This is an optimization exercise on Yosys and OpenROAD, whose aim is small area, a short achievable clock period and few clock cycles, not a production implementation.
Only simulation tests tie the RTL to the original design; equivalence was not proved.
Power and IR drop assume default switching activity.

the previous run:
## callout_timer_wheel
module callout_timer_wheel (
	input  logic        clk,
	input  logic        arst_n,
	input  logic        s_axis_tvalid,
	output logic        s_axis_tready,
	input  logic [23:0] s_axis_tdata,   
	input  logic [1:0]  s_axis_tuser,   
	output logic        m_axis_tvalid,
	input  logic        m_axis_tready,
	output logic [39:0] m_axis_tdata,   
	output logic [1:0]  m_axis_tuser,   
	output logic        m_axis_tlast
);
	localparam int N = ctw_pkg::TIMER_COUNT;
	localparam int E = ctw_pkg::EXP_BITS;
	logic        c_valid_q;
	logic [1:0]  c_op_q;
	logic [3:0]  c_id_q;
	logic [15:0] c_dly_q;    
	logic        c1_valid_q;
	logic [1:0]  c1_op_q;
	logic [3:0]  c1_id_q;
	logic [15:0] c1_dly_q;
	logic        ready_q;
	logic [1:0]  in_op;
	logic [3:0]  in_id;
	logic [15:0] in_dly;
	logic [31:0]  time_q;
	logic [N-1:0] pending_q;
	logic [N-1:0] fire_q;      
	logic         busy_q;      
	logic [15:0]  due_t_q;     
	logic [N-1:0] older_q [N];   
	logic         out_valid_q;
	logic [1:0]   out_kind_q;
	logic [3:0]   out_id_q;
	logic         out_pend_q;
	logic [31:0]  out_time_q;
	logic         out_last_q;
	logic         out_free, exec, accept, is_none, wr_sched;
  ...
Size: roughly 2800 cells after synthesis, roughly 550 flip-flops, ~26000 sq um of cells after synthesis.
clock: 5.0 ns
lec_check: 0
abc_area: 1
cap_margin: 20
core_margin: 2
core_utilization: 40
cts_cluster_diameter: 100
cts_cluster_size: 24
setup_slack_margin: 2.4
slew_margin: 20
run.sh (not shown) runs the stock make flow with config.mk's settings and CLKGATE_MAP_FILE= SYNTH_SCRIPT=/design/flow/synth_recipe.tcl, a recipe that flattens the netlist after the stock synthesis.
Testbench counts of the previous run, summed over its fixed seeds: cycles 3,314.
Setup changes, the previous run to the current run
diff --git a/flow/design.v b/flow/design.v
--- a/flow/design.v
+++ b/flow/design.v
@@ -126,27 +126,37 @@
 	end
 	for (genvar i = 0; i < N; i++) begin : g_sel
 		logic [N-1:0] beat;
 		for (genvar j = 0; j < N; j++) begin : g_b
 			assign beat[j] = fire_q[j] && older[j][i];
 		end
 		assign oldest[i] = fire_q[i] && !(|beat);
 	end
 	assign rest = fire_q & ~oldest;
-	always_comb begin
-		logic any;
-		any  = 1'b0;
-		more = 1'b0;
-		for (int i = 0; i < N; i++) begin
-			more = more | (any & fire_q[i]);
-			any  = any | fire_q[i];
-		end
-	end
+	logic [N-1:0] t_any1, t_two1;
+	logic [N/2-1:0] t_any2, t_two2;
+	logic [N/4-1:0] t_any3, t_two3;
+	logic [N/8-1:0] t_any4, t_two4;
+	assign t_any1 = fire_q;
+	assign t_two1 = '0;
+	for (genvar k = 0; k < N/2; k++) begin : g_m2
+		assign t_any2[k] = t_any1[2*k] | t_any1[2*k+1];
+		assign t_two2[k] = t_any1[2*k] & t_any1[2*k+1];
+	end
+	for (genvar k = 0; k < N/4; k++) begin : g_m3
+		assign t_any3[k] = t_any2[2*k] | t_any2[2*k+1];
+		assign t_two3[k] = t_two2[2*k] | t_two2[2*k+1] | (t_any2[2*k] & t_any2[2*k+1]);
+	end
+	for (genvar k = 0; k < N/8; k++) begin : g_m4
+		assign t_any4[k] = t_any3[2*k] | t_any3[2*k+1];
+		assign t_two4[k] = t_two3[2*k] | t_two3[2*k+1] | (t_any3[2*k] & t_any3[2*k+1]);
+	end
+	assign more = t_two4[0] | t_two4[1] | (t_any4[0] & t_any4[1]);
 	always_comb begin
 		oid = 4'd0;
 		for (int i = 0; i < N; i++) begin
 			if (oldest[i]) oid = oid | 4'(i);
 		end
 	end
 	assign in_op  = s_axis_tuser;
 	assign in_id  = s_axis_tdata[3:0];
 	assign in_dly = {s_axis_tdata[19:5], s_axis_tdata[4] || (s_axis_tdata[19:5] == 15'd0)};
--- outcome ---
Compared to the previous run, the current run has final HPWL from detailed placement 3600 um higher.
Highest-delay cell along the critical path = sky130_fd_sc_hd__clkdlybuf4s50_1: the previous run; highest-delay cell along the critical path = sky130_fd_sc_hd__edfxtp_1: the current run
Measured against each other, the current run and the previous run differ in clock buffer count in the final layout, the lower figure coming from the current run.
Non-clock buffer count shrinks by more than 10% when moving from the previous run to the current run.
| worst setup slack | the current run vs the previous run | worse |
The current run vs the previous run, average instance area after synthesis went down by 1.0 sq um.
As of the current run, final cell count had risen by more than 10% compared to the previous run.
Number of iterations in the first detailed-routing pass ended up 1 lower on the current run than on the previous run.
Testbench counts of the current run, summed over its fixed seeds: cycles 3,314.

========
callout_timer_wheel again, from the RTL that the note above started with.
## callout_timer_wheel
module callout_timer_wheel (
	input  logic        clk,
	input  logic        arst_n,
	input  logic        s_axis_tvalid,
	output logic        s_axis_tready,
	input  logic [23:0] s_axis_tdata,   
	input  logic [1:0]  s_axis_tuser,   
	output logic        m_axis_tvalid,
	input  logic        m_axis_tready,
	output logic [39:0] m_axis_tdata,   
	output logic [1:0]  m_axis_tuser,   
	output logic        m_axis_tlast
);
clock: 5.0 ns
lec_check: 0
abc_area: 1
cap_margin: 20
core_margin: 2
core_utilization: 40
setup_slack_margin: 2.5
slew_margin: 20
Testbench counts at the start, summed over its fixed seeds: cycles 3,314.
Next try:
--- a/flow/design.v
+++ b/flow/design.v
@@ -106,23 +106,25 @@
 		.wr_addr (c_id_q),
 		.wr_data (sum[E-1:0]),
 		.rd_all  (exp_all)
 	);
 	for (genvar i = 0; i < N; i++) begin : g_due
 		assign due[i] = exp_all[i*E +: E] == target;
 	end
 	for (genvar i = 0; i < N; i++) begin : g_old_i
 		for (genvar j = 0; j < N; j++) begin : g_old_j
 			if (i < j) begin : g_lo
 				always_ff @(posedge clk) begin
-					older_q[i][j] <= (older_q[i][j] || (wr_sched && id_dec[j])) && !(wr_sched && id_dec[i]);
+					if (wr_sched && (id_dec[i] || id_dec[j])) begin
+						older_q[i][j] <= id_dec[j];
+					end
 				end
 				assign older[i][j] = older_q[i][j];
 			end else if (i > j) begin : g_hi
 				assign older[i][j] = !older_q[j][i];
 			end else begin : g_eq
 				assign older[i][j] = 1'b0;
 			end
 		end
 	end
 	for (genvar i = 0; i < N; i++) begin : g_sel
 		logic [N-1:0] beat;
- clock skew fell by 22 ps
- cell count hardly moves
- total power grows by 1.6%
- worst hold slack got worse by 17 ps
- global-route usage decreases by 1.8 points
- worst setup slack gets better by 30 ps
- routed wire length drops by 3.2%
- synthesized area went up by 4.0%
- count of clock-buffer cells in the layout decreases by 11
- sequential share of layout area is higher by 2.6 points
- via count fell by 0.48%
- clock power stays flat
Testbench counts after the change, summed over its fixed seeds: cycles 3,314.

## afterwards: timing with drivers on the ports
No port has a modelled driver above. Below, the same layouts with a new extraction and two added sets of constraints.
Step 1: set_driving_cell puts a clkbuf_16 on clk and a buf_2 on each other input, an assumption about the parent block.
Step 2, shift: input delay + t, output delay - t, t = (earliest + latest rising clock arrival at the registers) / 2. This alone moves slack from input paths to output paths.
Slacks: ideal ports / drivers / drivers and shift; pairs: ideal ports / drivers.
| run | t (ns) | setup slack, ns | worst setup path after step 2 | worst slew at a driven data input, ns | cell pins on the clock port's net |
|---|---|---|---|---|---|
| the previous run | 0.671 | 2.455 / 2.389 / 1.951 | input to register | 0.04 | 1 |
| the current run | 0.671 | 2.419 / 2.353 / 1.848 | input to register | 0.06 | 1 |
| the first run of note 2 | 0.683 | 2.476 / 2.465 / 1.951 | input to register | 0.03 | 1 |
| the second run of note 2 | 0.690 | 2.506 / 2.506 / 1.876 | input to register | 0.04 | 1 |
After both steps setup and hold are still met in every run listed. The setup slack of the second run of note 2, which loses most, moves by 0.000 ns with the drivers and by -0.630 ns with both steps.
